Source: an optimization exercise on an open RTL-to-GDS flow (aim: a short achievable clock period and few clock cycles). Production flows keep margins and buffers that such runs may drop.
Only simulation tests tie the RTL to the original design; equivalence was not proved.
Power and IR drop assume default switching activity.

$ cat design/flow/config.mk
export PLATFORM = sky130hd
export DESIGN_NAME = edf_and_weighted_round_robin_scheduler_core
export DESIGN_NICKNAME = edf_and_weighted_round_robin_scheduler_core
export VERILOG_FILES = /design/flow/design.v
export SDC_FILE = /design/flow/constraint.sdc
export NUM_CORES = 4
export LEC_CHECK = 0
export CAP_MARGIN = 20
export CORE_MARGIN = 2
export CORE_UTILIZATION = 40
export SLEW_MARGIN = 20
$ cat design/flow/constraint.sdc
create_clock -name core_clock -period 10.0 [get_ports {clk_i}]
set_input_delay 2.0000 -clock core_clock [delete_from_list [all_inputs] [get_ports {clk_i}]]
set_output_delay 2.0000 -clock core_clock [all_outputs]
set_load 0.01 [all_outputs]
$ cat design/flow/design.v
`timescale 1ns / 1ps
package edfwrr_pkg;
  localparam int unsigned MaxTasksDef = 16;
  localparam logic [15:0] InitPrioReset = 16'd257;
  localparam logic [7:0] CreditMask = 8'hff;
  localparam int unsigned CreditShift = 8;
  localparam logic [2:0] OpAdd = 3'd0;
  localparam logic [2:0] OpTick = 3'd1;
  localparam logic [2:0] OpYield = 3'd2;
  localparam logic [2:0] OpDelay = 3'd3;
  localparam logic [2:0] OpSuspend = 3'd4;
  localparam logic [2:0] OpResume = 3'd5;
  localparam logic [2:0] ModeStopped = 3'd0;
  localparam logic [2:0] ModeReady = 3'd1;
  localparam logic [2:0] ModeRunning = 3'd2;
  localparam logic [2:0] ModeBlocked = 3'd3;
  localparam logic [2:0] ModeSuspended = 3'd4;
  localparam logic [1:0] StatOk = 2'd0;
  localparam logic [1:0] StatReject = 2'd1;
  localparam logic [1:0] StatNoReady = 2'd2;
  typedef struct packed {
    logic [2:0]  op;
    logic [3:0]  target_task;
    logic [15:0] delay_ticks;
    logic [15:0] task_period;
    logic [15:0] task_deadline;
  } cmd_t;
  typedef struct packed {
    logic [1:0]  status;
    logic [3:0]  running_task;
    logic        chosen_by_deadline;
    logic [31:0] switch_count;
  } res_t;
  typedef struct packed {
    logic [15:0] delay_left;
    logic [15:0] period_length;
    logic [15:0] period_left;
    logic [15:0] deadline_length;
    logic [15:0] deadline_left;
    logic [15:0] priority_word;
  } task_rec_t;
  typedef struct packed {
    logic tick;
    logic is_rt;
    logic is_cur;
    logic load_delay;
  } upd_ctl_t;
endpackage
`timescale 1ns / 1ps
module edfwrr_ram #(
  parameter int unsigned Width = 8,
  parameter int unsigned Depth = 16
) (
  input  logic                     clk_i,
  input  logic                     we_i,
  input  logic [$clog2(Depth)-1:0] waddr_i,
  input  logic [Width-1:0]         wdata_i,
  input  logic [$clog2(Depth)-1:0] raddr_i,
  output logic [Width-1:0]         rdata_o
);
  logic [Width-1:0] mem_q [Depth];
  logic [Width-1:0] rdata_q;
  always_ff @(posedge clk_i) begin
    if (we_i) begin
      mem_q[waddr_i] <= wdata_i;
    end
    rdata_q <= mem_q[raddr_i];
  end
  assign rdata_o = rdata_q;
endmodule
`timescale 1ns / 1ps
import edfwrr_pkg::*;
module edfwrr_upd (
  input  edfwrr_pkg::task_rec_t rec_i,
  input  logic [2:0]            mode_i,
  input  edfwrr_pkg::upd_ctl_t  ctl_i,
  input  logic [15:0]           new_delay_i,
  output edfwrr_pkg::task_rec_t rec_o,
  output logic [2:0]            mode_o,
  output logic                  cand_o
);
  always_comb begin
    rec_o  = rec_i;
    mode_o = mode_i;
    if (ctl_i.load_delay) begin
      rec_o.delay_left = new_delay_i;
    end
    if (mode_o == ModeBlocked && rec_o.delay_left != 16'd0) begin
      rec_o.delay_left = rec_o.delay_left - 16'd1;
      if (rec_o.delay_left == 16'd0) begin
        mode_o = ModeReady;
      end
    end
    if (ctl_i.tick && ctl_i.is_rt && (mode_o == ModeReady || mode_o == ModeRunning)) begin
      if (rec_o.deadline_left != 16'd0) begin
        rec_o.deadline_left = rec_o.deadline_left - 16'd1;
      end
      if (rec_o.period_left <= 16'd1) begin
        rec_o.period_left   = rec_o.period_length;
        rec_o.deadline_left = rec_o.deadline_length;
      end else begin
        rec_o.period_left = rec_o.period_left - 16'd1;
      end
    end
    if (ctl_i.is_cur && mode_o == ModeRunning) begin
      mode_o = ModeReady;
    end
    cand_o = ctl_i.is_rt && mode_o == ModeReady;
  end
endmodule
`timescale 1ns / 1ps
import edfwrr_pkg::*;
module edf_and_weighted_round_robin_scheduler_core #(
  parameter int unsigned MAX_TASKS = edfwrr_pkg::MaxTasksDef
) (
  input  logic              clk_i,
  input  logic              rst_ni,
  input  logic              in_valid_i,
  output logic              in_stall_o,
  input  logic [54:0]       in_data_i,
  output logic              out_valid_o,
  input  logic              out_stall_i,
  output logic [38:0]       out_data_o,
  input  logic              cfg_we_i,
  input  logic [15:0]       cfg_wdata_i
);
  localparam int N = 16;
  logic              stall_q;
  logic              vld_q;
  edfwrr_pkg::cmd_t  cmd_q;
  logic [2:0]        fv_q;             
  logic [2:0][38:0]  fd_q;             
  logic [N-1:0]      rdy_q, run_q, blk_q, sus_q, rt_q;
  logic [N-1:0]      cur_q;            
  logic [N-1:0]      gtc_q;            
  logic [3:0]        curb_q;           
  logic [N:0]        tot_q;            
  logic [31:0]       cnt_q;
  logic [15:0]       prio_q;
  logic [N-1:0][15:0] dly_q;
  logic [N-1:0][15:0] plen_q, dlen_q;
  logic [N-1:0][15:0] plt_q, dlt_q;    
  logic [N-1:0][7:0]  dd_q;            
  logic [N-1:0][7:0]  hm_q;            
  logic [2:0]  op;
  logic [3:0]  tgt;
  logic [15:0] dlyv;
  logic [N-1:0] tgt_oh, add_oh;
  logic is_add, is_tick, is_yield, is_delay, is_sus, is_res;
  logic nz, full, cur_ok, tgt_sok, tgt_rok, tgt_cur;
  logic add_ok, do_dly, do_sus, do_res, sweep, tk;
  assign op   = cmd_q.op;
  assign tgt  = cmd_q.target_task;
  assign dlyv = cmd_q.delay_ticks;
  always_comb begin
    for (int i = 0; i < N; i++) tgt_oh[i] = (tgt == 4'(i));
  end
  assign add_oh = tot_q[N-1:0];
  assign is_add   = vld_q && op == OpAdd;
  assign is_tick  = vld_q && op == OpTick;
  assign is_yield = vld_q && op == OpYield;
  assign is_delay = vld_q && op == OpDelay;
  assign is_sus   = vld_q && op == OpSuspend;
  assign is_res   = vld_q && op == OpResume;
  assign nz      = !tot_q[0];
  assign full    = tot_q[N];
  assign cur_ok  = |(cur_q & (rdy_q | run_q));
  assign tgt_sok = |(tgt_oh & (rdy_q | run_q));
  assign tgt_rok = |(tgt_oh & sus_q);
  assign tgt_cur = (tgt == curb_q);
  assign add_ok = is_add && !full;
  assign do_dly = is_delay && cur_ok;
  assign do_sus = is_sus && tgt_sok;
  assign do_res = is_res && tgt_rok;
  assign tk     = is_tick && nz;
  assign sweep  = tk || (is_yield && nz) || do_dly ||
                  ((do_sus || do_res) && tgt_cur);
  logic [N-1:0] sus_m, res_m, dly_m;
  logic [N-1:0] rdy_p, run_p, blk_p, sus_p;
  logic [N-1:0] wake, rdy_b, run_b, blk_a, tkr, cand_e, cand_r;
  logic [N-1:0][15:0] dly_src, dly_n;
  always_comb begin
    for (int i = 0; i < N; i++) begin
      sus_m[i] = do_sus && tgt_oh[i];
      res_m[i] = do_res && tgt_oh[i];
      dly_m[i] = do_dly && cur_q[i];
      rdy_p[i] = (rdy_q[i] && !sus_m[i] && !dly_m[i]) || res_m[i];
      run_p[i] = run_q[i] && !sus_m[i] && !dly_m[i];
      sus_p[i] = (sus_q[i] && !res_m[i]) || sus_m[i];
      blk_p[i] = blk_q[i] || dly_m[i];
      dly_src[i] = dly_m[i] ? dlyv : dly_q[i];
      wake[i]  = sweep && blk_p[i] && dly_src[i] == 16'd1;
      dly_n[i] = (sweep && blk_p[i] && dly_src[i] != 16'd0) ? dly_src[i] - 16'd1 : dly_src[i];
      blk_a[i] = blk_p[i] && !wake[i];
      tkr[i]   = tk && rt_q[i] && (rdy_p[i] || wake[i] || run_p[i]);
      rdy_b[i] = rdy_p[i] || wake[i] || (sweep && cur_q[i] && run_p[i]);
      run_b[i] = run_p[i] && !(sweep && cur_q[i]);
      cand_e[i] = tk && rt_q[i] && rdy_b[i];
      cand_r[i] = sweep && !rt_q[i] && rdy_b[i];
    end
  end
  logic [N-1:0] win_e;
  logic         found_e;
  always_comb begin
    for (int i = 0; i < N; i++) begin
      logic beaten;
      beaten = 1'b0;
      for (int j = 0; j < N; j++) begin
        if (j < i) begin
          if (cand_e[j] && dlt_q[j] <= dlt_q[i]) beaten = 1'b1;
        end else if (j > i) begin
          if (cand_e[j] && dlt_q[j] < dlt_q[i]) beaten = 1'b1;
        end
      end
      win_e[i] = cand_e[i] && !beaten;
    end
  end
  assign found_e = |cand_e;
  logic [N-1:0]       win_r;
  logic               any_r;
  logic [N-1:0][N-1:0] bef;            
  logic [N-1:0][N-1:0] ltd;            
  logic [N-1:0][N-1:0][7:0] dif;       
  logic [N-1:0][7:0]  dd_w;
  always_comb begin
    for (int i = 0; i < N; i++) begin
      for (int j = 0; j < N; j++) begin
        logic [8:0] s;
        s = {1'b0, dd_q[i]} - {1'b0, dd_q[j]};
        dif[i][j] = s[7:0];
        ltd[i][j] = s[8];
        if (gtc_q[i] != gtc_q[j]) bef[i][j] = gtc_q[i];
        else                      bef[i][j] = (i < j);
      end
    end
  end
  always_comb begin
    for (int i = 0; i < N; i++) begin
      logic beaten;
      beaten = 1'b0;
      for (int j = 0; j < N; j++) begin
        if (j != i) begin
          if (cand_r[j] && (bef[j][i] ? !ltd[i][j] : ltd[j][i])) beaten = 1'b1;
        end
      end
      win_r[i] = cand_r[i] && !beaten;
    end
  end
  assign any_r = |cand_r;
  always_comb begin
    for (int i = 0; i < N; i++) begin
      logic [7:0] acc;
      acc = hm_q[i] & {8{win_r[i]}};
      for (int j = 0; j < N; j++) begin
        if (j != i) begin
          acc = acc | ({8{win_r[j]}} & (bef[i][j] ? ~dif[j][i] : dif[i][j]));
        end
      end
      dd_w[i] = acc;
    end
  end
  logic [N-1:0] win;
  logic         disp, walk_upd;
  logic [N-1:0] cur_n, gtc_n;
  logic [3:0]   curb_n, win_b;
  logic [31:0]  cnt_n;
  logic [1:0]   stat;
  logic         byd;
  assign win      = win_e | (win_r & {N{!found_e}});
  assign disp     = found_e || (sweep && !(tk && found_e) && any_r);
  assign walk_upd = !found_e;
  always_comb begin
    win_b = '0;
    for (int i = 0; i < N; i++) if (win[i]) win_b = win_b | 4'(i);
  end
  always_comb begin
    cur_n  = cur_q;
    gtc_n  = gtc_q;
    curb_n = curb_q;
    if (add_ok) begin
      cur_n  = add_oh;
      curb_n = '0;
      for (int i = 0; i < N; i++) begin
        gtc_n[i] = 1'b0;
        for (int j = 0; j < i; j++) if (add_oh[j]) gtc_n[i] = 1'b1;
        if (add_oh[i]) curb_n = 4'(i);
      end
    end else if (disp) begin
      cur_n  = win;
      curb_n = win_b;
      for (int i = 0; i < N; i++) begin
        gtc_n[i] = 1'b0;
        for (int j = 0; j < i; j++) if (win[j]) gtc_n[i] = 1'b1;
      end
    end
  end
  assign cnt_n = cnt_q + {31'd0, disp};
  assign byd   = found_e;
  always_comb begin
    if (sweep) begin
      stat = disp ? StatOk : StatNoReady;
    end else if ((is_tick || is_yield) && !nz) begin
      stat = StatNoReady;
    end else if (add_ok || do_sus || do_res) begin
      stat = StatOk;
    end else begin
      stat = StatReject;
    end
  end
  logic        pop;
  logic [38:0] res;
  assign pop = fv_q[0] && !out_stall_i;
  assign res = {stat, curb_n, byd, cnt_n};
  function automatic logic [31:0] tick_upd(input logic [15:0] pl, input logic [15:0] dl,
                                          input logic [15:0] plen, input logic [15:0] dlen);
    if (pl <= 16'd1) tick_upd = {plen, dlen};
    else tick_upd = {pl - 16'd1, (dl == 16'd0) ? 16'd0 : dl - 16'd1};
  endfunction
  always_ff @(posedge clk_i or negedge rst_ni) begin
    if (!rst_ni) begin
      stall_q <= 1'b0;
      vld_q   <= 1'b0;
      fv_q    <= '0;
      rdy_q   <= '0;
      run_q   <= '0;
      blk_q   <= '0;
      sus_q   <= '0;
      cur_q   <= 16'd1;
      gtc_q   <= 16'hfffe;
      curb_q  <= '0;
      tot_q   <= 17'd1;
      cnt_q   <= '0;
      prio_q  <= InitPrioReset;
    end else begin
      logic       acc;
      logic [1:0] n_after;
      acc   = in_valid_i && !stall_q;
      vld_q <= acc;
      n_after = 2'(fv_q[0]) + 2'(fv_q[1]) + 2'(fv_q[2]) - 2'(pop) + 2'(vld_q);
      stall_q <= (3'(n_after) + 3'(acc)) >= 3'd3;
      if (pop) fv_q <= {1'b0, fv_q[2:1]};
      if (vld_q) begin
        if (pop) begin
          if (!fv_q[1])      fv_q[0] <= 1'b1;
          else if (!fv_q[2]) fv_q[1] <= 1'b1;
          else               fv_q[2] <= 1'b1;
        end else begin
          if (!fv_q[0])      fv_q[0] <= 1'b1;
          else if (!fv_q[1]) fv_q[1] <= 1'b1;
          else               fv_q[2] <= 1'b1;
        end
      end
      if (vld_q) begin
        rdy_q <= (rdy_b & ~win) | (add_oh & {N{add_ok}});
        run_q <= run_b | win;
        blk_q <= blk_a;
        sus_q <= sus_p;
        cur_q  <= cur_n;
        gtc_q  <= gtc_n;
        curb_q <= curb_n;
        cnt_q  <= cnt_n;
        if (add_ok) tot_q <= {tot_q[N-1:0], 1'b0};
      end
      if (cfg_we_i) prio_q <= cfg_wdata_i;
    end
  end
  always_ff @(posedge clk_i) begin
    if (pop) begin
      fd_q[0] <= fd_q[1];
      fd_q[1] <= fd_q[2];
    end
    if (vld_q) begin
      if (pop) begin
        if (!fv_q[1])      fd_q[0] <= res;
        else if (!fv_q[2]) fd_q[1] <= res;
        else               fd_q[2] <= res;
      end else begin
        if (!fv_q[0])      fd_q[0] <= res;
        else if (!fv_q[1]) fd_q[1] <= res;
        else               fd_q[2] <= res;
      end
    end
  end
  always_ff @(posedge clk_i) begin
    if (!stall_q) cmd_q <= in_data_i;
  end
  always_ff @(posedge clk_i) begin
    for (int i = 0; i < N; i++) begin
      if (add_ok && add_oh[i]) begin
        rt_q[i]   <= cmd_q.task_deadline != 16'd0;
        plen_q[i] <= cmd_q.task_period;
        dlen_q[i] <= cmd_q.task_deadline;
        {plt_q[i], dlt_q[i]} <= tick_upd(cmd_q.task_period, cmd_q.task_deadline,
                                         cmd_q.task_period, cmd_q.task_deadline);
        dd_q[i]   <= prio_q[7:0] - 8'd1;
        hm_q[i]   <= prio_q[15:8] - 8'd1;
        dly_q[i]  <= 16'd0;
      end else begin
        dly_q[i] <= dly_n[i];
        if (tkr[i]) begin
          {plt_q[i], dlt_q[i]} <= tick_upd(plt_q[i], dlt_q[i], plen_q[i], dlen_q[i]);
        end
        if (cand_r[i] && walk_upd) dd_q[i] <= dd_w[i];
      end
    end
  end
  assign in_stall_o  = stall_q;
  assign out_valid_o = fv_q[0];
  assign out_data_o  = fd_q[0];
endmodule
$ cat design/flow/run.sh
#!/bin/bash
# synth_recipe.tcl (not shown) runs the flow's synth.tcl, then flattens the netlist and writes it again
# the make line also repeats each setting of config.mk as NAME=value (left out here)
make -C /OpenROAD-flow-scripts/flow DESIGN_CONFIG=/design/flow/config.mk WORK_HOME=/design/flow/orfs CLKGATE_MAP_FILE= SYNTH_SCRIPT=/design/flow/synth_recipe.tcl finish
==> run notes, run 1 <==
==============================================================================
Layout Check Fail Reasons ....................................... capacitance limit, slew limit
Global-route layer with the greatest usage ......................         met2
Number of buffers inserted to repair setup after CTS ............            0
Commonest non-fill, non-tap cell in the layout .................. sky130_fd_sc_hd__ha_1
Clock-pin transition on the worst setup and hold timing paths ...        80 ps
Via-per-instance ratio ..........................................         7.21
Area of the core region .........................................   541000 µm²
Data required time at the worst endpoint ........................     10830 ps
Power density normalized to cell area ...........................  89.2 nW/µm²
IO Count ........................................................          117
Number of buffers added by the clock tree synthesis step ........          237
Overall via count from detail_route .............................       240000
Net count after synthesis .......................................        29100
Clock Tree Root ................................................. sky130_fd_sc_hd__clkbuf_16
Critical path peak fanout .......................................           28
Initial antenna violation count .................................          291
Die Footprint ...................................................   549000 µm²
Count of yosys warnings during synthesis ........................            1
Pin count of the biggest net entering global routing ............           93
Count of nets left with antenna violations after detail routing .            0
Total routing usage reported by global routing ..................        0.554
Synthesized area per cell .......................................     8.74 µm²
Total wire length after detailed routing ........................      1590 mm
Leak pwr ........................................................       103 nW
Total standard cell area after synthesis ........................   217000 µm²
Half-perimeter wire length of the detailed placement result .....      1200 mm
Relative slew slack .............................................      -0.0151
Maximum clock frequency .........................................      102 MHz
Layout-stage area growth over the synthesis result ..............        12.5%
Final worst path period share ...................................        0.976
Dominant cell type by area after synthesis ...................... sky130_fd_sc_hd__ha_1
Switching pwr ...................................................      7.11 mW
GR Overflow Total ...............................................            0
Highest-delay cell along the critical path ...................... sky130_fd_sc_hd__or4_1
CP Capture Type .................................................    flip-flop
Pin slew with the least headroom to its limit ...................      1520 ps
Clock network fraction of total power ...........................        0.425
1st-iter DRT viols ..............................................        45500
Wire length of the first global-routing pass ....................      2020 mm
Grt met3 use ....................................................        0.351
Arrival @ worst endpoint ........................................     10590 ps
Post-synth top flop ............................................. sky130_fd_sc_hd__edfxtp_1
Length of the first detailed-routing pass in iterations .........           10
Count of standard-cell rows .....................................          270
TritonCTS sink count ............................................         1892
Switching portion of total power ................................        0.326
Max IR drop VDD .................................................     0.184 mV
Final Total Pwr .................................................      21.8 mW
Internal Pwr Total ..............................................      14.7 mW
Slowest cell delay on critical path .............................       850 ps
FF+latch count, synth ...........................................         1892
H-tree depth ....................................................            4
Vertical extent of the die ......................................       741 µm
Post_cts resized ................................................            0
Clock tree from TritonCTS .......................................        built
Post-synth ARST share ...........................................       0.0888
Worst min path class ............................................ flip-flop to flip-flop
Leading cell types by total area after synthesis ................ sky130_fd_sc_hd__ha_1 (23%), sky130_fd_sc_hd__edfxtp_1 (19%), sky130_fd_sc_hd__a21o_1 (5.7%)
Final Slew Violations ...........................................           19
Final period demand of the worst path ...........................      9760 ps
RSZ-0062 raised after global routing ............................        false
Share of layout cells above drive strength 1 ....................       0.0828
Drt wl/cell .....................................................      47.7 µm
Skew-Pair Late Insertion Delay ..................................      1110 ps
Final-layout setup total negative slack .........................         0 ps
Critical path class ............................................. flip-flop to flip-flop
Area share of the largest cell type after synthesis .............        0.227
Gate count of the mapped netlist ................................        24900
Most frequent cell on the critical path ......................... sky130_fd_sc_hd__and3_1
Share of power burned in combinational logic ....................        0.157
Post-synth EDFFs ................................................         1390
Critical path startpoint category ...............................    flip-flop
Seq pwr share ...................................................        0.418
Final nets ......................................................        29700
M2 GR Usage .....................................................        0.672
Run status ...................................................... failed layout checks
Horiz. Die Dim ..................................................       741 µm
Unique masters post-synth .......................................          118
Final-report hold violation count ...............................            0
Number of global-route vias before repair .......................       204000
Worst slack on hold paths .......................................       448 ps
Maximum count of clock buffers along a single path ..............            4
Commonest cells after routing, fill and taps aside .............. sky130_fd_sc_hd__ha_1 (3938), sky130_fd_sc_hd__a21oi_1 (2153), sky130_fd_sc_hd__nor2_1 (2034)
Hold_buf cts ....................................................            0
Share of the yosys chip area belonging to registers .............        0.242
Max-cap violations ..............................................            1
Met1 track demand over resource in global routing ...............        0.669
Total setup violations reported at the end of the flow ..........            0
Port Buf Inserts ................................................          116
Clock tree skew after final layout ..............................       148 ps
DRC viols .......................................................            0
Initial Util ....................................................        0.402
Routability cong. ...............................................         1.22
==============================================================================
==> synthesized netlist by cell type (317+ instances only) <==
cell type and number:
sky130_fd_sc_hd__ha_1 3938, sky130_fd_sc_hd__a21oi_1 2184, sky130_fd_sc_hd__nor2_1 2046, sky130_fd_sc_hd__nand2_1 1692
sky130_fd_sc_hd__a21o_1 1647, sky130_fd_sc_hd__o21ai_0 1506, sky130_fd_sc_hd__edfxtp_1 1390, sky130_fd_sc_hd__xnor2_1 1148
sky130_fd_sc_hd__inv_1 994, sky130_fd_sc_hd__clkbuf_1 780, sky130_fd_sc_hd__nand4_1 473, sky130_fd_sc_hd__xor2_1 442
sky130_fd_sc_hd__nand3_1 408, sky130_fd_sc_hd__nor2b_1 395, sky130_fd_sc_hd__nor3_1 390, sky130_fd_sc_hd__o211ai_1 378
sky130_fd_sc_hd__o22ai_1 351, sky130_fd_sc_hd__o21a_1 343, sky130_fd_sc_hd__dfxtp_1 334, sky130_fd_sc_hd__a211oi_1 319
sky130_fd_sc_hd__o21bai_1 317
==> cell type report <==
class / instances / area [µm²]
inverters: 1010 / 3840
repair buffers: 1371 / 11200
fillers: 52500 / 296000
clock buffers: 292 / 6340
flip-flops and latches: 1892 / 52700
diodes: 427 / 1070
multi-input cells: 21000 / 159000
clock inverters: 145 / 1540
well taps: 7208 / 9020
==> critical path, delay by kind of cell (launching register included) <==
kind / cells / cell delay [ps]
xor+xnor: 1 / 100
flops: 1 / 420
fa+ha+maj: 3 / 750
mux: 1 / 220
buf+inv: 4 / 950
simple gates: 19 / 5130
compound gates: 8 / 1970
==> registers in the layout, indices dropped and copies added (netlist names), 55 cells and up <==
signal,flops
dlen_q,256
dlt_q,256
dly_q,256
plen_q,256
plt_q,256
dd_q,128
hm_q,128
fd_q,117
cmd_q,55
==> layer usage <==
metal / share of wire / up-vias / wire length (µm)
met5: 0.0023 / - / 3650
met4: 0.10 / 124 / 162000
met3: 0.18 / 6209 / 283000
met2: 0.35 / 22900 / 552000
met1: 0.37 / 116000 / 588000
li1: - / 94500 / -
==> through the flow <==
| step | utilization | cell area (µm²) | cells | setup slack (ps) |
|---|---|---|---|---|
| finish | 0.452 | 244000 | 33300 | 244 |
| global route | 0.451 | 244000 | 33100 | 25.3 |
| CTS | 0.448 | 242000 | 32800 | 516 |
| detailed placement | 0.433 | 234000 | 32400 | 579 |
| global placement | 0.433 | 234000 | 32400 | 451 |
| floorplan | - | 217000 | 24900 | 1710 |
==> worst paths after layout <==
kind / start / end / slack [ps] / cells after the start
max reg2reg: run_q[3]$_DFFE_PN0P_ / fd_q[30]$_DFF_P_ / 240 / 36
max in group asynchronous: rst_ni / prio_q[14]$_DFFE_PN0P_ / 7450 / 2
min: fd_q[54]$_DFF_P_ / fd_q[15]$_DFF_P_ / 450 / 2
min reg2reg: fd_q[54]$_DFF_P_ / fd_q[15]$_DFF_P_ / 450 / 2
min in group asynchronous: rst_ni / cnt_q[16]$_DFFE_PN0P_ / 970 / 1
max: run_q[3]$_DFFE_PN0P_ / fd_q[30]$_DFF_P_ / 240 / 36
==> cell families (layout without fill, tap and decap cells) <==
kind of cell    Yosys count  after routing  share of synthesized area
buf+inv                2016           2818                     0.0362
compound gates         8455           8455                      0.254
fa+ha+maj              4179           4179                      0.249
flops                  1892           1892                      0.242
simple gates           6392           6392                      0.139
mux                     340            340                     0.0158
other cells               0            427                          0
xor+xnor               1590           1590                     0.0641
==> power by group through the flow <==
| stage | Combinational [mW] | Sequential [mW] | Clock, mW |
|---|---|---|---|
| 2_1_floorplan | 1.25 | 9.21 | 0 |
| 3_3_place_gp | 3.22 | 9.26 | 0 |
| 3_5_place_dp | 3.23 | 9.26 | 0 |
| 4_1_cts | 3.24 | 9.11 | 9.21 |
| 5_1_grt | 3.38 | 9.13 | 9.47 |
| 6_report | 3.42 | 9.12 | 9.28 |
Testbench counts, summed over its fixed seeds: cycles 16,893.
==> run 2, diff against run 1 <==
--- a/design/flow/design.v
+++ b/design/flow/design.v
@@ -125,12 +125,56 @@
   input  logic [15:0]       cfg_wdata_i
 );
   localparam int N = 16;
+  function automatic logic lt16(input logic [15:0] a, input logic [15:0] b);
+    logic [15:0] l, g;
+    l = ~a & b;
+    g = a & ~b;
+    for (int s = 0; s < 4; s++) begin
+      for (int k = 0; k < 16; k += (2 << s)) begin
+        l[k] = l[k + (1 << s)] | (~g[k + (1 << s)] & l[k]);
+        g[k] = g[k + (1 << s)] | (~l[k + (1 << s)] & g[k]);
+      end
+    end
+    lt16 = l[0];
+  endfunction
+  function automatic logic [7:0] sub8(input logic [7:0] a, input logic [7:0] b,
+                                      input logic bin);
+    logic [7:0] gg, pp, x, c;
+    gg = a & ~b;
+    pp = a | ~b;
+    x  = a ^ ~b;
+    for (int s = 0; s < 3; s++) begin
+      for (int k = 7; k >= (1 << s); k--) begin
+        gg[k] = gg[k] | (pp[k] & gg[k - (1 << s)]);
+        pp[k] = pp[k] & pp[k - (1 << s)];
+      end
+    end
+    c[0] = ~bin;
+    for (int k = 1; k < 8; k++) c[k] = gg[k-1] | (pp[k-1] & ~bin);
+    sub8 = x ^ c;
+  endfunction
+  function automatic logic [15:0] dec16(input logic [15:0] x);
+    for (int k = 0; k < 16; k++) begin
+      dec16[k] = x[k] ^ ((x & ((16'd1 << k) - 16'd1)) == 16'd0);
+    end
+  endfunction
+  function automatic logic [31:0] inc32(input logic [31:0] x);
+    for (int k = 0; k < 32; k++) begin
+      inc32[k] = x[k] ^ ((x | ~((32'd1 << k) - 32'd1)) == 32'hffffffff);
+    end
+  endfunction
+  function automatic logic [31:0] tick_upd(input logic [15:0] pl, input logic [15:0] dl,
+                                          input logic [15:0] plen, input logic [15:0] dlen);
+    if (pl[15:1] == 15'd0) tick_upd = {plen, dlen};
+    else tick_upd = {dec16(pl), (dl == 16'd0) ? 16'd0 : dec16(dl)};
+  endfunction
   logic              stall_q;
   logic              vld_q;
   edfwrr_pkg::cmd_t  cmd_q;
   logic [2:0]        fv_q;             
   logic [2:0][38:0]  fd_q;             
   logic [N-1:0]      rdy_q, run_q, blk_q, sus_q, rt_q;
+  logic [N-1:0]      dly1_q;           
   logic [N-1:0]      cur_q;            
   logic [N-1:0]      gtc_q;            
   logic [3:0]        curb_q;           
@@ -145,13 +189,15 @@
   logic [2:0]  op;
   logic [3:0]  tgt;
   logic [15:0] dlyv;
-  logic [N-1:0] tgt_oh, add_oh;
+  logic        dlyv1;
+  logic [N-1:0] tgt_oh, add_oh, add_row;
   logic is_add, is_tick, is_yield, is_delay, is_sus, is_res;
   logic nz, full, cur_ok, tgt_sok, tgt_rok, tgt_cur;
   logic add_ok, do_dly, do_sus, do_res, sweep, tk;
-  assign op   = cmd_q.op;
-  assign tgt  = cmd_q.target_task;
-  assign dlyv = cmd_q.delay_ticks;
+  assign op    = cmd_q.op;
+  assign tgt   = cmd_q.target_task;
+  assign dlyv  = cmd_q.delay_ticks;
+  assign dlyv1 = dlyv == 16'd1;
   always_comb begin
     for (int i = 0; i < N; i++) tgt_oh[i] = (tgt == 4'(i));
   end
@@ -168,17 +214,21 @@
   assign tgt_sok = |(tgt_oh & (rdy_q | run_q));
   assign tgt_rok = |(tgt_oh & sus_q);
   assign tgt_cur = (tgt == curb_q);
-  assign add_ok = is_add && !full;
-  assign do_dly = is_delay && cur_ok;
-  assign do_sus = is_sus && tgt_sok;
-  assign do_res = is_res && tgt_rok;
-  assign tk     = is_tick && nz;
-  assign sweep  = tk || (is_yield && nz) || do_dly ||
-                  ((do_sus || do_res) && tgt_cur);
+  assign add_ok  = is_add && !full;
+  assign add_row = add_oh & {N{add_ok}};
+  assign do_dly  = is_delay && cur_ok;
+  assign do_sus  = is_sus && tgt_sok;
+  assign do_res  = is_res && tgt_rok;
+  assign tk      = is_tick && nz;
+  assign sweep   = tk || (is_yield && nz) || do_dly ||
+                   ((do_sus || do_res) && tgt_cur);
   logic [N-1:0] sus_m, res_m, dly_m;
-  logic [N-1:0] rdy_p, run_p, blk_p, sus_p;
+  logic [N-1:0] rdy_p, run_p, sus_p;
   logic [N-1:0] wake, rdy_b, run_b, blk_a, tkr, cand_e, cand_r;
-  logic [N-1:0][15:0] dly_src, dly_n;
+  logic [N-1:0][15:0] dly_n;
+  logic [N-1:0] dly1_n;
+  logic [15:0]  dlyv_n;
+  assign dlyv_n = (dlyv != 16'd0) ? dec16(dlyv) : 16'd0;
   always_comb begin
     for (int i = 0; i < N; i++) begin
       sus_m[i] = do_sus && tgt_oh[i];
@@ -187,12 +237,19 @@
       rdy_p[i] = (rdy_q[i] && !sus_m[i] && !dly_m[i]) || res_m[i];
       run_p[i] = run_q[i] && !sus_m[i] && !dly_m[i];
       sus_p[i] = (sus_q[i] && !res_m[i]) || sus_m[i];
-      blk_p[i] = blk_q[i] || dly_m[i];
-      dly_src[i] = dly_m[i] ? dlyv : dly_q[i];
-      wake[i]  = sweep && blk_p[i] && dly_src[i] == 16'd1;
-      dly_n[i] = (sweep && blk_p[i] && dly_src[i] != 16'd0) ? dly_src[i] - 16'd1 : dly_src[i];
-      blk_a[i] = blk_p[i] && !wake[i];
-      tkr[i]   = tk && rt_q[i] && (rdy_p[i] || wake[i] || run_p[i]);
+      wake[i]  = (dly_m[i] && dlyv1) || (sweep && blk_q[i] && dly1_q[i]);
+      blk_a[i] = (blk_q[i] || dly_m[i]) && !wake[i];
+      if (dly_m[i]) begin
+        dly_n[i]  = dlyv_n;
+        dly1_n[i] = dlyv == 16'd2;
+      end else if (sweep && blk_q[i]) begin
+        dly_n[i]  = (dly_q[i] != 16'd0) ? dec16(dly_q[i]) : 16'd0;
+        dly1_n[i] = dly_q[i] == 16'd2;
+      end else begin
+        dly_n[i]  = dly_q[i];
+        dly1_n[i] = dly1_q[i];
+      end
+      tkr[i]   = tk && rt_q[i] && (rdy_q[i] || run_q[i] || (blk_q[i] && dly1_q[i]));
       rdy_b[i] = rdy_p[i] || wake[i] || (sweep && cur_q[i] && run_p[i]);
       run_b[i] = run_p[i] && !(sweep && cur_q[i]);
       cand_e[i] = tk && rt_q[i] && rdy_b[i];
@@ -201,34 +258,53 @@
   end
   logic [N-1:0] win_e;
   logic         found_e;
+  logic [N-1:0][N-1:0] dlo;            
+  always_comb begin
+    for (int a = 0; a < N; a++) begin
+      for (int b = 0; b < N; b++) begin
+        dlo[a][b] = (a < b) ? lt16(dlt_q[b], dlt_q[a]) : 1'b0;
+      end
+    end
+  end
   always_comb begin
     for (int i = 0; i < N; i++) begin
       logic beaten;
       beaten = 1'b0;
       for (int j = 0; j < N; j++) begin
         if (j < i) begin
-          if (cand_e[j] && dlt_q[j] <= dlt_q[i]) beaten = 1'b1;
+          if (cand_e[j] && !dlo[j][i]) beaten = 1'b1;
         end else if (j > i) begin
-          if (cand_e[j] && dlt_q[j] < dlt_q[i]) beaten = 1'b1;
+          if (cand_e[j] && dlo[i][j]) beaten = 1'b1;
         end
       end
       win_e[i] = cand_e[i] && !beaten;
     end
   end
   assign found_e = |cand_e;
+  logic [N-1:0][15:0] plt_n, dlt_n;
+  logic [31:0] add_tu;
+  assign add_tu = tick_upd(cmd_q.task_period, cmd_q.task_deadline,
+                           cmd_q.task_period, cmd_q.task_deadline);
+  always_comb begin
+    for (int i = 0; i < N; i++) begin
+      if (add_row[i]) begin
+        {plt_n[i], dlt_n[i]} = add_tu;
+      end else if (tkr[i]) begin
+        {plt_n[i], dlt_n[i]} = tick_upd(plt_q[i], dlt_q[i], plen_q[i], dlen_q[i]);
+      end else begin
+        {plt_n[i], dlt_n[i]} = {plt_q[i], dlt_q[i]};
+      end
+    end
+  end
   logic [N-1:0]       win_r;
   logic               any_r;
   logic [N-1:0][N-1:0] bef;            
   logic [N-1:0][N-1:0] ltd;            
-  logic [N-1:0][N-1:0][7:0] dif;       
   logic [N-1:0][7:0]  dd_w;
   always_comb begin
     for (int i = 0; i < N; i++) begin
       for (int j = 0; j < N; j++) begin
-        logic [8:0] s;
-        s = {1'b0, dd_q[i]} - {1'b0, dd_q[j]};
-        dif[i][j] = s[7:0];
-        ltd[i][j] = s[8];
+        ltd[i][j] = lt16({8'd0, dd_q[i]}, {8'd0, dd_q[j]});
         if (gtc_q[i] != gtc_q[j]) bef[i][j] = gtc_q[i];
         else                      bef[i][j] = (i < j);
       end
@@ -253,7 +329,7 @@
       acc = hm_q[i] & {8{win_r[i]}};
       for (int j = 0; j < N; j++) begin
         if (j != i) begin
-          acc = acc | ({8{win_r[j]}} & (bef[i][j] ? ~dif[j][i] : dif[i][j]));
+          acc = acc | ({8{win_r[j]}} & sub8(dd_q[i], dd_q[j], bef[i][j]));
         end
       end
       dd_w[i] = acc;
@@ -267,7 +343,7 @@
   logic [1:0]   stat;
   logic         byd;
   assign win      = win_e | (win_r & {N{!found_e}});
-  assign disp     = found_e || (sweep && !(tk && found_e) && any_r);
+  assign disp     = found_e || any_r;
   assign walk_upd = !found_e;
   always_comb begin
     win_b = '0;
@@ -294,7 +370,7 @@
       end
     end
   end
-  assign cnt_n = cnt_q + {31'd0, disp};
+  assign cnt_n = disp ? inc32(cnt_q) : cnt_q;
   assign byd   = found_e;
   always_comb begin
     if (sweep) begin
@@ -311,11 +387,6 @@
   logic [38:0] res;
   assign pop = fv_q[0] && !out_stall_i;
   assign res = {stat, curb_n, byd, cnt_n};
-  function automatic logic [31:0] tick_upd(input logic [15:0] pl, input logic [15:0] dl,
-                                          input logic [15:0] plen, input logic [15:0] dlen);
-    if (pl <= 16'd1) tick_upd = {plen, dlen};
-    else tick_upd = {pl - 16'd1, (dl == 16'd0) ? 16'd0 : dl - 16'd1};
-  endfunction
   always_ff @(posedge clk_i or negedge rst_ni) begin
     if (!rst_ni) begin
       stall_q <= 1'b0;
@@ -351,10 +422,10 @@
         end
       end
       if (vld_q) begin
-        rdy_q <= (rdy_b & ~win) | (add_oh & {N{add_ok}});
-        run_q <= run_b | win;
-        blk_q <= blk_a;
-        sus_q <= sus_p;
+        rdy_q  <= (rdy_b & ~win) | add_row;
+        run_q  <= run_b | win;
+        blk_q  <= blk_a;
+        sus_q  <= sus_p;
         cur_q  <= cur_n;
         gtc_q  <= gtc_n;
         curb_q <= curb_n;
@@ -386,20 +457,19 @@
   end
   always_ff @(posedge clk_i) begin
     for (int i = 0; i < N; i++) begin
-      if (add_ok && add_oh[i]) begin
+      plt_q[i] <= plt_n[i];
+      dlt_q[i] <= dlt_n[i];
+      if (add_row[i]) begin
         rt_q[i]   <= cmd_q.task_deadline != 16'd0;
         plen_q[i] <= cmd_q.task_period;
         dlen_q[i] <= cmd_q.task_deadline;
-        {plt_q[i], dlt_q[i]} <= tick_upd(cmd_q.task_period, cmd_q.task_deadline,
-                                         cmd_q.task_period, cmd_q.task_deadline);
         dd_q[i]   <= prio_q[7:0] - 8'd1;
         hm_q[i]   <= prio_q[15:8] - 8'd1;
         dly_q[i]  <= 16'd0;
+        dly1_q[i] <= 1'b0;
       end else begin
-        dly_q[i] <= dly_n[i];
-        if (tkr[i]) begin
-          {plt_q[i], dlt_q[i]} <= tick_upd(plt_q[i], dlt_q[i], plen_q[i], dlen_q[i]);
-        end
+        dly_q[i]  <= dly_n[i];
+        dly1_q[i] <= dly1_n[i];
         if (cand_r[i] && walk_upd) dd_q[i] <= dd_w[i];
       end
     end
==> design/flow/flow/run.sh (new file) <==
#!/bin/bash
set -o pipefail
cp standard.sh standard_copy.log
bash standard.sh SETUP_SLACK_MARGIN=6.5 finish > standard.log 2>&1
==> design/flow/standard.sh (new file) <==
#!/bin/bash
# synth_recipe.tcl (not shown) runs the flow's synth.tcl, then flattens the netlist and writes it again
# the make line also repeats each setting of config.mk as NAME=value (left out here)
make -C /OpenROAD-flow-scripts/flow DESIGN_CONFIG=/design/flow/config.mk WORK_HOME=/design/flow/orfs CLKGATE_MAP_FILE= SYNTH_SCRIPT=/design/flow/synth_recipe.tcl "${@:-finish}"
--- a/design/flow/config.mk
+++ b/design/flow/config.mk
@@ -5,7 +5,9 @@
 export SDC_FILE = /design/flow/constraint.sdc
 export NUM_CORES = 4
 export LEC_CHECK = 0
-export CAP_MARGIN = 20
+export CAP_MARGIN = 40
 export CORE_MARGIN = 2
 export CORE_UTILIZATION = 40
-export SLEW_MARGIN = 20
+export SETUP_SLACK_MARGIN = 5
+export SLEW_MARGIN = 40
+export TNS_END_PERCENT = 5
removed: design/flow/run.sh
==> run notes, run 2 <==
==========================================================================
Synthesized area per cell ...................................     8.11 µm²
Unique masters post-synth ...................................          125
Error that ended the run .................................... [ERROR GRT-0116] Global routing finished with congestion. Check the congestion regions in the DRC Viewer.
Total standard cell area after synthesis ....................   203000 µm²
Most instantiated library cell after synthesis .............. sky130_fd_sc_hd__nor2_1
Initial Util ................................................        0.402
Gate count of the mapped netlist ............................        25000
Port Buf Inserts ............................................          116
Post-synth ARST share .......................................       0.0881
Area share of the largest cell type after synthesis .........        0.206
Net count after synthesis ...................................        27400
TritonCTS sink count ........................................         1908
Dominant cell type by area after synthesis .................. sky130_fd_sc_hd__edfxtp_1
Total routing usage reported by global routing ..............        0.815
Number of buffers added by the clock tree synthesis step ....          229
FF+latch count, synth .......................................         1908
Run status .................................................. stopped before the end
Maximum count of clock buffers along a single path ..........            4
Share of the yosys chip area belonging to registers .........        0.261
Post-synth top flop ......................................... sky130_fd_sc_hd__edfxtp_1
Last flow stage reached ..................................... global routing (5_1_grt)
Post-Place Cell Area ........................................   221000 µm²
Pin count of the biggest net entering global routing ........          119
Vertical extent of the die ..................................       716 µm
Number of global-route vias before repair ...................       275000
GR Overflow Total ...........................................         4355
IO Count ....................................................          117
Horiz. Die Dim ..............................................       716 µm
Most frequent cells after synthesis ......................... sky130_fd_sc_hd__nor2_1 (2793), sky130_fd_sc_hd__a21oi_1 (2465), sky130_fd_sc_hd__ha_1 (2153), sky130_fd_sc_hd__o21ai_0 (1763), sky130_fd_sc_hd__nand2_1 (1691)
Hold_buf cts ................................................            0
Count of yosys warnings during synthesis ....................            1
H-tree depth ................................................            4
Routability cong. ...........................................         1.35
Half-perimeter wire length of the detailed placement result .      1370 mm
Post-synth EDFFs ............................................         1390
Leading cell types by total area after synthesis ............ sky130_fd_sc_hd__edfxtp_1 (21%), sky130_fd_sc_hd__ha_1 (13%), sky130_fd_sc_hd__a21oi_1 (6.1%)
Wire length of the first global-routing pass ................      2920 mm
Count of standard-cell rows .................................          261
Clock Tree Root ............................................. sky130_fd_sc_hd__clkbuf_16
==========================================================================
-- run 2: changes by cell type after synthesis, sizes merged, moves of 424 or more --
cell    delta
ha      -1785
a21o    -1528
nor2     +747
clkbuf   +519
maj3     +486
inv      +424
-- run 2: power groups by stage --
stage	Clock, mW	Sequential, mW	Combinational [mW]
2_1_floorplan	0	9.95	7.75
3_3_place_gp	0	10.2	16.9
3_5_place_dp	0	10.3	16.9
4_1_cts	9.16	10.0	20.4
-- run 2: worst max path at each step --
stage | startpoint | end | slack [ps] | cells past startpoint
global placement | dd_q[44]$_DFFE_PP_ | fd_q[33]$_DFF_P_ | 960 | 18
floorplan | dd_q[112]$_DFFE_PP_ | dd_q[50]$_DFFE_PP_ | 4920 | 19
CTS | cmd_q[50]$_DFFE_PN_ | fd_q[33]$_DFF_P_ | 4600 | 19
detailed placement | cmd_q[51]$_DFFE_PN_ | dd_q[111]$_DFFE_PP_ | 2110 | 18
-- run 2: per-layer routing --
layer,overflow,global-route usage
met1,182,0.850
met2,2466,0.923
met3,198,0.715
met4,1487,0.728
met5,22,0.492
-- run 2: cells by family after synthesis --
logic type	after synthesis	synth area share
xor+xnor	1870	0.0807
fa+ha+maj	2764	0.169
mux	46	0.00242
simple gates	6570	0.146
flops	1908	0.261
buf+inv	3156	0.0604
compound gates	8711	0.281
-- run 2: stage by stage --
step | cells | setup slack [ps] | utilization | total power [mW] | hold slack [ps]
floorplan | 25000 | 4920 | - | 17.7 | 437
global placement | 31700 | 962 | 0.434 | 27.1 | 454
detailed placement | 31800 | 2110 | 0.438 | 27.2 | 457
CTS | 33300 | 4600 | 0.496 | 39.6 | 466
-- run 2: what timing repair did --
action / CTS
pin swaps: 448
setup buffers: 987
gates cloned: 91
resized for setup: 2242
setup endpoints to repair: 2182
Testbench counts of run 2, summed over its fixed seeds: cycles 16,893.
==> run 3, diff against run 2 <==
--- a/design/flow/design.v
+++ b/design/flow/design.v
@@ -153,6 +153,25 @@
     for (int k = 1; k < 8; k++) c[k] = gg[k-1] | (pp[k-1] & ~bin);
     sub8 = x ^ c;
   endfunction
+  function automatic logic [17:0] pair8(input logic [7:0] a, input logic [7:0] b);
+    logic [7:0] gg, pp, h, c0, c1;
+    gg = a & ~b;
+    pp = a | ~b;
+    h  = a ^ ~b;
+    for (int s = 0; s < 3; s++) begin
+      for (int k = 7; k >= (1 << s); k--) begin
+        gg[k] = gg[k] | (pp[k] & gg[k - (1 << s)]);
+        pp[k] = pp[k] & pp[k - (1 << s)];
+      end
+    end
+    c0[0] = 1'b0;
+    c1[0] = 1'b1;
+    for (int k = 1; k < 8; k++) begin
+      c0[k] = gg[k-1];
+      c1[k] = gg[k-1] | pp[k-1];
+    end
+    pair8 = {!(gg[7] | pp[7]), gg[7], h ^ c1, h ^ c0};
+  endfunction
   function automatic logic [15:0] dec16(input logic [15:0] x);
     for (int k = 0; k < 16; k++) begin
       dec16[k] = x[k] ^ ((x & ((16'd1 << k) - 16'd1)) == 16'd0);
@@ -301,14 +320,26 @@
   logic [N-1:0][N-1:0] bef;            
   logic [N-1:0][N-1:0] ltd;            
   logic [N-1:0][7:0]  dd_w;
+  logic [N-1:0][N-1:0][7:0] sdif;     
   always_comb begin
     for (int i = 0; i < N; i++) begin
       for (int j = 0; j < N; j++) begin
-        ltd[i][j] = lt16({8'd0, dd_q[i]}, {8'd0, dd_q[j]});
         if (gtc_q[i] != gtc_q[j]) bef[i][j] = gtc_q[i];
         else                      bef[i][j] = (i < j);
       end
     end
+    for (int i = 0; i < N; i++) begin
+      ltd[i][i]  = 1'b0;
+      sdif[i][i] = hm_q[i];
+      for (int j = i + 1; j < N; j++) begin
+        logic [17:0] pr;
+        pr = pair8(dd_q[i], dd_q[j]);
+        ltd[i][j]  = pr[17];
+        ltd[j][i]  = pr[16];
+        sdif[i][j] = bef[i][j] ? pr[7:0] : pr[15:8];
+        sdif[j][i] = bef[j][i] ? ~pr[15:8] : ~pr[7:0];
+      end
+    end
   end
   always_comb begin
     for (int i = 0; i < N; i++) begin
@@ -323,20 +354,18 @@
     end
   end
   assign any_r = |cand_r;
+  logic [N-1:0] dd_keep;
   always_comb begin
     for (int i = 0; i < N; i++) begin
       logic [7:0] acc;
-      acc = hm_q[i] & {8{win_r[i]}};
-      for (int j = 0; j < N; j++) begin
-        if (j != i) begin
-          acc = acc | ({8{win_r[j]}} & sub8(dd_q[i], dd_q[j], bef[i][j]));
-        end
-      end
-      dd_w[i] = acc;
+      dd_keep[i] = !(cand_r[i] && !found_e);
+      acc = '0;
+      for (int j = 0; j < N; j++) acc = acc | ({8{win_r[j]}} & sdif[i][j]);
+      dd_w[i] = (acc & {8{!dd_keep[i]}}) | (dd_q[i] & {8{dd_keep[i]}});
     end
   end
   logic [N-1:0] win;
-  logic         disp, walk_upd;
+  logic         disp;
   logic [N-1:0] cur_n, gtc_n;
   logic [3:0]   curb_n, win_b;
   logic [31:0]  cnt_n;
@@ -344,7 +373,6 @@
   logic         byd;
   assign win      = win_e | (win_r & {N{!found_e}});
   assign disp     = found_e || any_r;
-  assign walk_upd = !found_e;
   always_comb begin
     win_b = '0;
     for (int i = 0; i < N; i++) if (win[i]) win_b = win_b | 4'(i);
@@ -435,24 +463,23 @@
       if (cfg_we_i) prio_q <= cfg_wdata_i;
     end
   end
-  always_ff @(posedge clk_i) begin
-    if (pop) begin
-      fd_q[0] <= fd_q[1];
-      fd_q[1] <= fd_q[2];
-    end
-    if (vld_q) begin
-      if (pop) begin
-        if (!fv_q[1])      fd_q[0] <= res;
-        else if (!fv_q[2]) fd_q[1] <= res;
-        else               fd_q[2] <= res;
-      end else begin
-        if (!fv_q[0])      fd_q[0] <= res;
-        else if (!fv_q[1]) fd_q[1] <= res;
-        else               fd_q[2] <= res;
-      end
+  logic [2:0][38:0] fd_n;
+  always_comb begin
+    for (int k = 0; k < 3; k++) begin
+      logic       from_next, from_here, from_res;
+      logic [38:0] nxt;
+      nxt       = (k < 2) ? fd_q[(k < 2) ? k + 1 : k] : '0;
+      from_next = pop && (k < 2) && fv_q[(k < 2) ? k + 1 : k];
+      from_here = !pop && fv_q[k];
+      from_res  = !from_next && !from_here;
+      fd_n[k] = ({39{from_next}} & nxt) | ({39{from_here}} & fd_q[k]) |
+                ({39{from_res}} & res);
     end
   end
   always_ff @(posedge clk_i) begin
+    fd_q <= fd_n;
+  end
+  always_ff @(posedge clk_i) begin
     if (!stall_q) cmd_q <= in_data_i;
   end
   always_ff @(posedge clk_i) begin
@@ -470,7 +497,7 @@
       end else begin
         dly_q[i]  <= dly_n[i];
         dly1_q[i] <= dly1_n[i];
-        if (cand_r[i] && walk_upd) dd_q[i] <= dd_w[i];
+        dd_q[i]   <= dd_w[i];
       end
     end
   end
==> design/flow/run.sh (new file) <==
#!/bin/bash
# synth_recipe.tcl (not shown) runs the flow's synth.tcl, then flattens the netlist and writes it again
# the make line also repeats each setting of config.mk as NAME=value (left out here)
make -C /OpenROAD-flow-scripts/flow DESIGN_CONFIG=/design/flow/config.mk WORK_HOME=/design/flow/orfs CLKGATE_MAP_FILE= SYNTH_SCRIPT=/design/flow/synth_recipe.tcl finish
--- a/design/flow/config.mk
+++ b/design/flow/config.mk
@@ -7,7 +7,8 @@
 export LEC_CHECK = 0
 export CAP_MARGIN = 40
 export CORE_MARGIN = 2
-export CORE_UTILIZATION = 40
+export CORE_UTILIZATION = 30
+export PLACE_DENSITY = 0.36
 export SETUP_SLACK_MARGIN = 5
 export SLEW_MARGIN = 40
 export TNS_END_PERCENT = 5
removed: design/flow/flow/run.sh
removed: design/flow/standard.sh
==> run notes, run 3 <==
==============================================================================
Critical path startpoint category ...............................    flip-flop
Final-layout setup total negative slack .........................         0 ps
Pin count of the biggest net entering global routing ............           96
RSZ-0062 raised after global routing ............................         true
Worst slack on hold paths .......................................       449 ps
Clock tree skew after final layout ..............................      83.8 ps
Power density normalized to cell area ...........................   179 nW/µm²
Most instantiated library cell after synthesis .................. sky130_fd_sc_hd__nor2_1
IO Count ........................................................          117
TritonCTS sink count ............................................         1908
Initial antenna violation count .................................          237
Leak pwr ........................................................      86.8 nW
Final period demand of the worst path ...........................      6330 ps
Final nets ......................................................        25500
Dominant cell type by area after synthesis ...................... sky130_fd_sc_hd__edfxtp_1
Data required time at the worst endpoint ........................     10930 ps
Post-synth ARST share ...........................................       0.0881
Leading cell types by total area after synthesis ................ sky130_fd_sc_hd__edfxtp_1 (22%), sky130_fd_sc_hd__ha_1 (14%), sky130_fd_sc_hd__a21oi_1 (4.6%)
Wire length of the first global-routing pass ....................      2000 mm
Max-cap violations ..............................................            0
Clock Tree Root ................................................. sky130_fd_sc_hd__clkbuf_16
Hold path depth .................................................            2
Arrival @ worst endpoint ........................................      7260 ps
Net count after synthesis .......................................        24600
Via-per-instance ratio ..........................................         6.74
Highest-delay cell along the critical path ...................... sky130_fd_sc_hd__a22oi_1
Run status ......................................................  no timing/DRC/antenna violations
Vertical extent of the die ......................................       793 µm
Total wire length after detailed routing ........................      1590 mm
CP Capture Type .................................................    flip-flop
Finished layout cell area .......................................   230000 µm²
Share of layout cells above drive strength 1 ....................        0.174
Overall via count from detail_route .............................       215000
Count of yosys warnings during synthesis ........................            1
Final Total Pwr .................................................      41.3 mW
FF+latch count, synth ...........................................         1908
DRC viols .......................................................            0
Routability cong. ...............................................         1.11
Pin slew with the least headroom to its limit ...................      1170 ps
Count of buffer and inverter cells on the critical path .........            2
Most frequent cells after synthesis ............................. sky130_fd_sc_hd__nor2_1 (2219), sky130_fd_sc_hd__ha_1 (2153), sky130_fd_sc_hd__nand2_1 (1754), sky130_fd_sc_hd__a21oi_1 (1712), sky130_fd_sc_hd__o21ai_0 (1482)
Max IR drop VDD .................................................     0.155 mV
Number of global-route vias before repair .......................       194000
Horiz. Die Dim ..................................................       793 µm
Area share of the largest cell type after synthesis .............        0.224
Synthesized area per cell .......................................     8.40 µm²
Hold_buf cts ....................................................            0
H-tree depth ....................................................            5
Instance count on the critical path .............................           14
Commonest cells after routing, fill and taps aside .............. sky130_fd_sc_hd__nor2_1 (2152), sky130_fd_sc_hd__ha_1 (2147), sky130_fd_sc_hd__nand2_1 (1691)
Maximum clock frequency .........................................      158 MHz
Die Footprint ...................................................   629000 µm²
Final Util ......................................................        0.371
Clock-pin transition on the worst setup and hold timing paths ...        60 ps
Worst R2R Start ................................................. dlt_q[16]$_DFFE_PP_
Length in cells of the worst reg-to-reg path ....................           14
Reg2Reg Setup Slack .............................................      3670 ps
Share of the yosys chip area belonging to registers .............        0.284
Length of the first detailed-routing pass in iterations .........            9
Layout filler cell count ........................................        64200
Final worst setup slack .........................................      3670 ps
End of the worst register-to-register path ...................... gtc_q[5]$_DFFE_PN1P_
Unique masters post-synth .......................................          132
Count of nets left with antenna violations after detail routing .            0
Number of buffers added by the clock tree synthesis step ........          272
Final worst path period share ...................................        0.633
Total setup violations reported at the end of the flow ..........            0
Maximum count of clock buffers along a single path ..............            4
Initial Util ....................................................        0.301
Critical path's top delay family ................................ compound AO/OA/AOI/OAI gates
Post-route non-filler standard cell count .......................        31900
Post-synth EDFFs ................................................         1390
Post-Place Cell Area ............................................   206000 µm²
Worst min path class ............................................ flip-flop to flip-flop
Slowest cell delay on critical path .............................       940 ps
Gate count of the mapped netlist ................................        22200
Half-perimeter wire length of the detailed placement result .....      1160 mm
Port Buf Inserts ................................................          116
Total routing usage reported by global routing ..................        0.480
Total standard cell area after synthesis ........................   187000 µm²
GR Overflow Total ...............................................            0
Relative slew slack .............................................        0.220
Critical path class ............................................. flip-flop to flip-flop
Final-report hold violation count ...............................            0
Worst slack after detailed placement ............................      2240 ps
Critical path peak fanout .......................................            7
Commonest non-fill, non-tap cell in the layout .................. sky130_fd_sc_hd__nor2_1
Post-synth top flop ............................................. sky130_fd_sc_hd__edfxtp_1
Clock tree from TritonCTS .......................................        built
Skew-Pair Late Insertion Delay ..................................      1070 ps
Area of the core region .........................................   620000 µm²
1st-iter DRT viols ..............................................        35200
# placed instances ..............................................        30400
Count of standard-cell rows .....................................          289
End point of the worst hold path ................................ fd_q[58]$_DFF_P_
Drt wl/cell .....................................................      49.9 µm
Final Slew Violations ...........................................            0
Layout-stage area growth over the synthesis result ..............        23.3%
Cells along the critical path ................................... inv_1, o21ai_0, a222oi_1, o221ai_1, a22oi_1, o221ai_2, a21oi_4, a221oi_1, nand4_1, o32ai_2, nor2_2, nand4_4, buf_4, or4_1
==============================================================================
[run 3: how the worst max path moves through the flow]
stage	from	endpoint
5_1_grt	dlt_q[16]$_DFFE_PP_	gtc_q[15]$_DFFE_PN1P_
6_report	dlt_q[16]$_DFFE_PP_	gtc_q[5]$_DFFE_PN1P_
4_1_cts	dlt_q[73]$_DFFE_PP_	gtc_q[15]$_DFFE_PN1P_
2_1_floorplan	cmd_q[52]$_DFFE_PN_	dlt_q[128]$_DFFE_PP_
3_3_place_gp	cmd_q[50]$_DFFE_PN_	flip-flop
3_5_place_dp	flip-flop	flip-flop
[run 3: worst min-delay path: cells and delay by family, from the launching register on]
kind | cells | cell delay, ps
flip-flops | 1 | 320
AO/OA/AOI/OAI | 1 | 70
AND/OR/NAND/NOR | 1 | 50
[run 3: layer usage]
metal	track usage	wire length, µm	vias up
met4	0.446	191000	46
met5	0.00401	808	-
met1	0.567	584000	108000
met3	0.168	187000	5600
li1	-	-	84200
met2	0.677	628000	17100
[run 3: kinds of logic after synthesis]
family	count (synthesis)	synth area share
fa+ha+maj	2779	0.184
simple gates	5986	0.147
buf+inv	2889	0.0604
mux	37	0.00208
xor+xnor	1302	0.0611
flops	1908	0.284
compound gates	7317	0.261
[run 3: timing repair]
action | in CTS | in global routing
pin swaps | 217 | 94
resized for setup | 1235 | 362
setup endpoints to repair | 513 | 485
cloned | 34 | 20
buffers inserted | 468 | 190
[run 3: final cells by class]
| type | instances | area (µm²) | share of cell area |
|---|---|---|---|
| repair buffers | 2140 | 20000 | 0.0869 |
| well taps | 8293 | 10400 | 0.0451 |
| diodes | 260 | 651 | 0.00283 |
| clock inverters | 144 | 1770 | 0.00771 |
| clock buffers | 340 | 7280 | 0.0316 |
| multi-input cells | 17400 | 132000 | 0.572 |
| inverters | 1351 | 5430 | 0.0236 |
| flip-flops and latches | 1908 | 53000 | 0.230 |
[run 3: where the power goes]
part	switching (mW)	internal (mW)
combinational	15.5	5.55
sequential	0.633	9.17
clock	4.51	5.89
total	20.6	20.6
Testbench counts of run 3, summed over its fixed seeds: cycles 16,893.
==> run 4, diff against run 3 <==
--- a/design/flow/design.v
+++ b/design/flow/design.v
@@ -482,22 +482,30 @@
   always_ff @(posedge clk_i) begin
     if (!stall_q) cmd_q <= in_data_i;
   end
+  always_ff @(posedge clk_i or negedge rst_ni) begin
+    if (!rst_ni) begin
+      dlt_q <= '0;
+      dd_q  <= '0;
+    end else begin
+      for (int i = 0; i < N; i++) begin
+        dlt_q[i] <= dlt_n[i];
+        dd_q[i]  <= add_row[i] ? prio_q[7:0] - 8'd1 : dd_w[i];
+      end
+    end
+  end
   always_ff @(posedge clk_i) begin
     for (int i = 0; i < N; i++) begin
       plt_q[i] <= plt_n[i];
-      dlt_q[i] <= dlt_n[i];
       if (add_row[i]) begin
         rt_q[i]   <= cmd_q.task_deadline != 16'd0;
         plen_q[i] <= cmd_q.task_period;
         dlen_q[i] <= cmd_q.task_deadline;
-        dd_q[i]   <= prio_q[7:0] - 8'd1;
         hm_q[i]   <= prio_q[15:8] - 8'd1;
         dly_q[i]  <= 16'd0;
         dly1_q[i] <= 1'b0;
       end else begin
         dly_q[i]  <= dly_n[i];
         dly1_q[i] <= dly1_n[i];
-        dd_q[i]   <= dd_w[i];
       end
     end
   end
==> run notes, run 4 <==
==============================================================================
Routability cong. ...............................................         1.09
Final nets ......................................................        25600
Worst slack after detailed placement ............................      2310 ps
Clock tree from TritonCTS .......................................        built
GR Overflow Total ...............................................            0
Data required time at the worst endpoint ........................     10910 ps
Max-cap violations ..............................................            0
Total wire length after detailed routing ........................      1610 mm
Commonest cells after routing, fill and taps aside .............. sky130_fd_sc_hd__ha_1 (2153), sky130_fd_sc_hd__nor2_1 (1831), sky130_fd_sc_hd__nand2_1 (1718)
1st-iter DRT viols ..............................................        36600
Maximum clock frequency .........................................      167 MHz
FF+latch count, synth ...........................................         1908
Die Footprint ...................................................   632000 µm²
Clock tree skew after final layout ..............................       106 ps
Total setup violations reported at the end of the flow ..........            0
Arrival @ worst endpoint ........................................      6900 ps
Most instantiated library cell after synthesis .................. sky130_fd_sc_hd__ha_1
Maximum count of clock buffers along a single path ..............            4
Final worst setup slack .........................................      4010 ps
Hold path depth .................................................            1
TritonCTS sink count ............................................         1908
Critical path class ............................................. flip-flop to flip-flop
Critical path startpoint category ...............................    flip-flop
Dominant cell type by area after synthesis ...................... sky130_fd_sc_hd__edfxtp_1
Count of nets left with antenna violations after detail routing .            0
Post-synth EDFFs ................................................         1006
Run status ......................................................  no timing/DRC/antenna violations
Pin slew with the least headroom to its limit ...................      1120 ps
Number of buffers added by the clock tree synthesis step ........          276
IO Count ........................................................          117
Final-report hold violation count ...............................            0
Post-Place Cell Area ............................................   207000 µm²
Port Buf Inserts ................................................          116
Pin count of the biggest net entering global routing ............          109
RSZ-0062 raised after global routing ............................         true
Share of layout cells above drive strength 1 ....................        0.171
Vertical extent of the die ......................................       795 µm
Power density normalized to cell area ...........................   236 nW/µm²
Post-synth ARST share ...........................................        0.289
Area share of the largest cell type after synthesis .............        0.161
Relative slew slack .............................................        0.250
Initial Util ....................................................        0.301
Layout filler cell count ........................................        64500
Number of global-route vias before repair .......................       196000
Final Util ......................................................        0.368
Net count after synthesis .......................................        24900
Initial antenna violation count .................................          227
Final Slew Violations ...........................................            0
End of the worst register-to-register path ...................... gtc_q[12]$_DFFE_PN1P_
Skew-Pair Late Insertion Delay ..................................      1060 ps
Worst slack on hold paths .......................................       464 ps
Clock-pin transition on the worst setup and hold timing paths ...        60 ps
Post-route non-filler standard cell count .......................        31900
Count of yosys warnings during synthesis ........................            1
Area of the core region .........................................   623000 µm²
Critical path peak fanout .......................................           15
Count of standard-cell rows .....................................          290
H-tree depth ....................................................            5
Horiz. Die Dim ..................................................       795 µm
Drt wl/cell .....................................................      50.3 µm
Worst hold start ................................................ dly1_q[5]$_SDFFE_PP0P_
Worst R2R Start ................................................. dlt_q[11]$_DFFE_PN0P_
Reg2Reg Setup Slack .............................................      4010 ps
Length in cells of the worst reg-to-reg path ....................           13
Final worst path period share ...................................        0.599
Worst min path class ............................................ flip-flop to flip-flop
CP Capture Type .................................................    flip-flop
Leak pwr ........................................................      84.8 nW
Most frequent cells after synthesis ............................. sky130_fd_sc_hd__ha_1 (2153), sky130_fd_sc_hd__nor2_1 (1898), sky130_fd_sc_hd__nand2_1 (1787), sky130_fd_sc_hd__a21oi_1 (1773), sky130_fd_sc_hd__inv_1 (1317)
Layout-stage area growth over the synthesis result ..............        22.3%
Total standard cell area after synthesis ........................   188000 µm²
Via-per-instance ratio ..........................................         6.79
Final period demand of the worst path ...........................      5990 ps
Commonest non-fill, non-tap cell in the layout .................. sky130_fd_sc_hd__ha_1
Synthesized area per cell .......................................     8.33 µm²
Gate count of the mapped netlist ................................        22500
DRC viols .......................................................            0
Post-synth top flop ............................................. sky130_fd_sc_hd__edfxtp_1
Half-perimeter wire length of the detailed placement result .....      1170 mm
Final Total Pwr .................................................      54.1 mW
Leading cell types by total area after synthesis ................ sky130_fd_sc_hd__edfxtp_1 (16%), sky130_fd_sc_hd__ha_1 (14%), sky130_fd_sc_hd__dfrtp_1 (7.1%)
Wire length of the first global-routing pass ....................      2040 mm
Finished layout cell area .......................................   229000 µm²
Share of the yosys chip area belonging to registers .............        0.272
End point of the worst hold path ................................ blk_q[5]$_DFFE_PN0P_
Length of the first detailed-routing pass in iterations .........           14
Area of combinational cells with multiple inputs ................   133000 µm²
Total routing usage reported by global routing ..................        0.484
Unique masters post-synth .......................................          118
Final-layout setup total negative slack .........................         0 ps
Overall via count from detail_route .............................       217000
Area used by sequential logic in the layout .....................    51200 µm²
Max IR drop VDD .................................................     0.225 mV
Clock Tree Root ................................................. sky130_fd_sc_hd__clkbuf_16
# placed instances ..............................................        30700
==============================================================================
## run 4: changes by cell type after synthesis, sizes merged, moves of 137 or more
cell / before / now
dfrtp: 150 / 534
edfxtp: 1390 / 1006
nor2: 2221 / 1899
o221ai: 161 / 453
o21ai: 1529 / 1295
nor3: 346 / 565
clkbuf: 1160 / 1303
a221oi: 454 / 317
## run 4: logic make-up after synthesis
family | Yosys count | synth area share
flip-flops | 1908 | 0.272
XOR/XNOR | 1300 | 0.0607
multiplexers | 43 | 0.00238
adder cells (fa/ha/maj) | 2737 | 0.181
AO/OA/AOI/OAI | 7570 | 0.275
buffers and inverters | 3054 | 0.0631
AND/OR/NAND/NOR | 5897 | 0.146
## run 4: worst max-delay path by stage
stage | to | slack (ps) | from | cells after the start
4_1_cts | flip-flop | 4520 | gtc_q[8]$_DFFE_PN1P_ | 20
3_5_place_dp | flip-flop | 2310 | cmd_q[48]$_DFFE_PN_ | 16
5_1_grt | gtc_q[12]$_DFFE_PN1P_ | 4360 | dlt_q[141]$_DFFE_PN0P_ | 19
6_report | gtc_q[12]$_DFFE_PN1P_ | 4010 | dlt_q[11]$_DFFE_PN0P_ | 13
3_3_place_gp | flip-flop | 1870 | cmd_q[50]$_DFFE_PN_ | 17
2_1_floorplan | gtc_q[12]$_DFFE_PN1P_ | 5020 | flip-flop | 14
## run 4: worst max-delay path, cell delays in order (launching register included)
cell                        delay (ps)
sky130_fd_sc_hd__dfrtp_1           820
sky130_fd_sc_hd__buf_4             450
sky130_fd_sc_hd__inv_1             190
sky130_fd_sc_hd__a221oi_1          920
sky130_fd_sc_hd__o21ai_2           350
sky130_fd_sc_hd__a2111oi_4         740
sky130_fd_sc_hd__a2111o_2          450
sky130_fd_sc_hd__a2bb2oi_1         130
sky130_fd_sc_hd__nand4_1           130
sky130_fd_sc_hd__nor4bb_2           80
sky130_fd_sc_hd__a32o_2            360
sky130_fd_sc_hd__nand3b_1          270
sky130_fd_sc_hd__or3_4             450
sky130_fd_sc_hd__or4_1             500
## run 4: layout make-up
class / count / area share
antenna: 156 / 0.00170
multi-input combinational: 17600 / 0.582
clock buffer: 389 / 0.0337
tap: 8322 / 0.0454
sequential: 1908 / 0.223
timing repair buffer: 2060 / 0.0843
inverter: 1404 / 0.0245
clock inverter: 117 / 0.00577
## run 4: per-layer routing
layer	up-vias	track usage	wire length (µm)	share of wire
li1	85200	-	-	-
met1	108000	0.563	588000	0.37
met2	17600	0.678	633000	0.39
met3	5916	0.187	191000	0.12
met4	85	0.451	194000	0.12
met5	-	0.00129	919	0.00057
## run 4: power by group
group	switching (mW)	internal (mW)
registers	0.618	8.92
logic	25.8	8.36
clock network	4.54	5.85
total	30.9	23.1
## run 4: what timing repair did
action                                   CTS  global route
pin swaps                                176           100
gates resized for setup                 1195           331
gates cloned                              41            13
endpoints found under the setup margin   468           395
hold buffers                               0             0
buffers inserted                         404           127
Testbench counts of run 4, summed over its fixed seeds: cycles 16,893.

## re-timing with driven ports
In the flow no input, the clock included, has a driving cell. The finished layouts below were timed again as built, in two steps. Step 1 sets driving cells, clkbuf_16 on the clock port and buf_2 on the other inputs (assumed; they add their load-dependent delay and slew). Step 2 times the ports against the registers' clock, not the clock port: input delays grow and output delays shrink by t, the midpoint of the rising clock arrivals with the driver on. Slacks: no drivers / after step 1 / after step 2; pairs: no drivers / after step 1.
run | t (ns) | slack for setup (ns) | worst setup path at the end | clock arrival spread, ns | pins driven straight from the clock port
run 1 | 1.163 | 0.244 / 0.244 / 0.244 | register to register | 0.148 / 0.148 | 1
run 3 | 1.169 | 3.675 / 3.675 / 3.675 | register to register | 0.090 / 0.090 | 1
run 4 | 1.161 | 4.005 / 4.005 / 4.005 | register to register | 0.109 / 0.109 | 1
